What follows belongs to an exercise in optimizing a design on an open flow for a short achievable clock period and few clock cycles; a production flow would make more cautious choices. Where RTL was checked, it was by simulation tests only, not by an equivalence proof against the original.

lane 4:
## cpu_top
module cpu_top (
	input  logic clk,
	input  logic rst_n,
	input  cpu_pkg::nibble_t ef_n,
	input  cpu_pkg::nibble_t rom_din,
	output logic q,
	output logic rom_cs_n,
	output logic rom_sclk,
	output cpu_pkg::nibble_t rom_dout,
	output cpu_pkg::nibble_t rom_oe_n
);
export LEC_CHECK = 0
export ABC_CLOCK_PERIOD_IN_PS = 2000
export CAP_MARGIN = 20
export CORE_MARGIN = 2
export CORE_UTILIZATION = 70
export CTS_CLUSTER_DIAMETER = 60
export CTS_CLUSTER_SIZE = 30
export PLACE_DENSITY = 0.78
export SETUP_SLACK_MARGIN = 3.0
export SLEW_MARGIN = 20
create_clock -name core_clock -period 5.0 [get_ports {clk}]
run.sh (not shown) runs the stock make flow with config.mk's settings and CLKGATE_MAP_FILE= SYNTH_SCRIPT=/design/flow/synth_recipe.tcl, a recipe that flattens the netlist after the stock synthesis.
Every stage of the flow completed for lane 4, and the final layout passed the timing, DRC and antenna checks.
What lane 3 does differently from lane 4 at the input level:
diff --git a/flow/design.v b/flow/design.v
--- a/flow/design.v
+++ b/flow/design.v
@@ -109,17 +109,15 @@
 			rom_dout <= 4'h0;
 		end else begin
 			tc <= tc + 5'd1;
 			ev <= tc == 5'd26 || inj;
 			t28 <= tc == 5'd27;
 			rom_cs_n <= tc == 5'd27;
 			rom_sclk <= !tc[0];
-			rom_oe_n[0] <= tc >= 5'd15;
-			for (int k = 1; k < 4; k++)
-				rom_oe_n[k] <= rom_oe_n[k] || tc == 5'd15;
+			rom_oe_n <= (tc >= 5'd15) ? 4'hF : 4'h0;
 			case (tc)
 				5'd3, 5'd4: rom_dout <= addr[15:12];
 				5'd5, 5'd6: rom_dout <= addr[11:8];
 				5'd7, 5'd8: rom_dout <= addr[7:4];
 				5'd9, 5'd10: rom_dout <= addr[3:0];
 				5'd11, 5'd12: rom_dout <= 4'b1010;
 				5'd13, 5'd14: rom_dout <= 4'b0101;
@@ -227,17 +225,15 @@
 	logic alu_go2;     
 	cpu_pkg::data_t alu_res, alu_m;
 	logic alu_df, alu_df_we;
 	logic [1:0] rw_cnt;    
 	logic a_inv_d, a_inv_m, a_arith;    
 	logic [1:0] a_lop;
 	logic pwp, e_wp;       
-	logic pwp_d;           
-	cpu_pkg::addr_t rdt_r;    
-	logic st_wait, st_ex1, st_ex2, st_fetch, st_fl1, st_apw, st_nxt0, st_wb, st_wb2, st_halt, st_rw;
+	logic st_wait, st_ex1, st_ex2, st_fetch, st_fl1, st_apw, st_nxt0, st_wb, st_halt, st_rw;
 	logic f_idl, f_br, f_str, f_req, f_seq, f_glo, f_ghi, f_plo, f_phi, f_inc, f_dec;
 	logic f_sep, f_sex, f_shr, f_shl, f_ldop, f_incw, use_x, use_p, use_n, rd;
 	logic f_lda, f_ldxa, f_imm, f_aluop, f_plain, rfast, rp_ram;
 	logic n15, eq_np, a_go, b_go;
 	logic x15, tinc15;
 	logic e_rdf, e_rdr, e_str, e_wb, e_apw, e_glo, e_ghi, e_shr, e_shl, e_seq, e_req;
 	logic e_sex, e_sep, e_brnt, e_fa_s, e_ra_s, e_tinc, e_rwait;
@@ -341,15 +337,14 @@
 		x_eq_p <= x == p;
 		wdat <= ((st_fetch || (st_ex2 && e_wd_tinc)) ? t_inc : 16'h0)
 			| ((st_ex2 && e_wd_sinc) ? s_inc : 16'h0)
 			| ((st_ex2 && e_wd_sdec) ? s_dec : 16'h0)
 			| ((st_ex2 && e_wd_plo) ? {s[15:8], d} : 16'h0)
 			| ((st_ex2 && e_wd_phi) ? {d, s[7:0]} : 16'h0);
 		rwd <= d;
-		rdt_r <= rd_t;
 		if (st_ex1) begin
 			s <= rd_s;
 			a_inv_d <= ir[7:4] == 4'hF && ir[2:0] == 3'd5;
 			a_inv_m <= ir[7:4] == 4'hF && ir[2:0] == 3'd7;
 			a_arith <= ir[7:4] == 4'hF && (ir[2:0] == 3'd4 || ir[2:0] == 3'd5 || ir[2:0] == 3'd7);
 			a_lop <= (ir[7:4] == 4'hF && ir[2:0] >= 3'd1 && ir[2:0] <= 3'd3) ? ir[1:0] : 2'd0;
 		end
@@ -430,15 +425,14 @@
 			st_ex1 <= 1'b0;
 			st_ex2 <= 1'b0;
 			st_fetch <= 1'b1;
 			st_fl1 <= 1'b0;
 			st_apw <= 1'b0;
 			st_nxt0 <= 1'b0;
 			st_wb <= 1'b0;
-			st_wb2 <= 1'b0;
 			st_halt <= 1'b0;
 			st_rw <= 1'b0;
 			t <= 16'h0000;
 			p <= '0;
 			p_oh <= 16'd1;
 			x <= '0;
 			x_oh <= 16'd1;
@@ -448,15 +442,14 @@
 			q <= 1'b0;
 			gone <= 1'b0;
 			exp_opnd <= 1'b0;
 			alu_fl <= 1'b0;
 			alu_go2 <= 1'b0;
 			wsel <= '0;
 			pwp <= 1'b0;
-			pwp_d <= 1'b0;
 			ra_wcol <= '0;
 			rre <= 1'b0;
 		end else begin
 			st_wait <= (st_wait && !opc_ev && !opnd_ev) || st_fetch || (st_ex2 && e_rdf);
 			st_ex1 <= opc_ev;
 			st_ex2 <= st_ex1 && !f_idl;
 			st_halt <= st_halt || (st_ex1 && f_idl);
@@ -466,16 +459,15 @@
 			if (st_ex2)
 				rw_cnt <= e_rwn;
 			else if (st_rw)
 				rw_cnt <= rw_cnt - 2'd1;
 			st_fl1 <= st_wait && opnd_ev;
 			st_apw <= (st_ex2 && e_apw) || (st_apw && !ram_opnd);
 			st_wb <= st_ex2 && e_wb;
-			st_wb2 <= st_wb;
-			st_nxt0 <= st_wb2;
+			st_nxt0 <= st_wb;
 			alu_fl <= opnd_ev && f_ldop;
 			if (opnd_ev)
 				b <= fbyte;
 			alu_go2 <= alu_go;
 			if (alu_go2) begin
 				d <= alu_res;
 				dz <= alu_res == 8'h00;
@@ -485,25 +477,24 @@
 				d <= rdat;
 				dz <= rdat == 8'h00;
 			end
 			if (st_wait && opnd_ev && f_br)
 				t[7:0] <= fbyte;
 			else if (st_apw && ram_opnd && f_br)
 				t[7:0] <= rdat;
-			else if ((st_wait && !opc_ev && !pwp && !pwp_d) || st_nxt0)
-				t <= rdt_r;
+			else if ((st_wait && !opc_ev && !pwp) || st_nxt0)
+				t <= rd_t;
 			else if (st_ex2 && e_sep)
 				t <= s;
 			else if (st_ex2 && (e_brnt || (e_rwait && e_tinc)))
 				t <= t_inc;    
 			else if (st_fetch)
 				t <= t_inc;
 			wsel <= st_ex2 ? e_wsel : st_fetch ? p_oh : 16'h0;
 			pwp <= st_ex2 ? e_wp : st_fetch;
-			pwp_d <= pwp;
 			if (st_ex1)
 				gone <= go || rfast;
 			else if (st_fetch)
 				gone <= 1'b0;
 			else if (st_fl1)
 				gone <= !t[15];
 			else if (st_apw && ram_opnd)
==> comparison <==
| relative max-transition margin | lane 3 vs lane 4 | 9.5 points higher |
On quantity of gates resized following cts: between lane 3 and lane 4, it ends up lower for lane 4.
Number of clock-tree buffers in the layout in lane 3 is 8 above lane 4.
From lane 4 to lane 3 the numbers moved as follows: die area shows a reduction of about 0.7%; maximum frequency barely changed; core utilization increased 0.86 points.
Testbench counts of lane 3, summed over its fixed seeds: cycles 1,075,645.
No functional check of the RTL was part of lane 4.

-- static timing again, ports no longer ideal --
No port has a modelled driver above. Below, the same layouts with a new extraction and two added sets of constraints.
Step 1 sets driving cells, clkbuf_16 on the clock port and buf_2 on the other inputs (assumed; they add their load-dependent delay and slew).
Step 2 moves the port delays by t, midway between the first and last clock arrival at a register: inputs arrive t later, outputs are due t later. That takes back most of the time a late clock gives input paths.
Three values: no drivers, after step 1, after step 2; two values: the first two.
| run | t, ns | slack for setup (ns) | hold slack, ns |
|---|---|---|---|
| lane 4 | 0.804 | 2.766 / 2.687 / 2.779 | 0.349 / 0.349 / 0.349 |
| lane 3 | 0.795 | 2.764 / 2.694 / 2.817 | 0.345 / 0.345 / 0.345 |
After both steps every run listed still meets setup and hold.
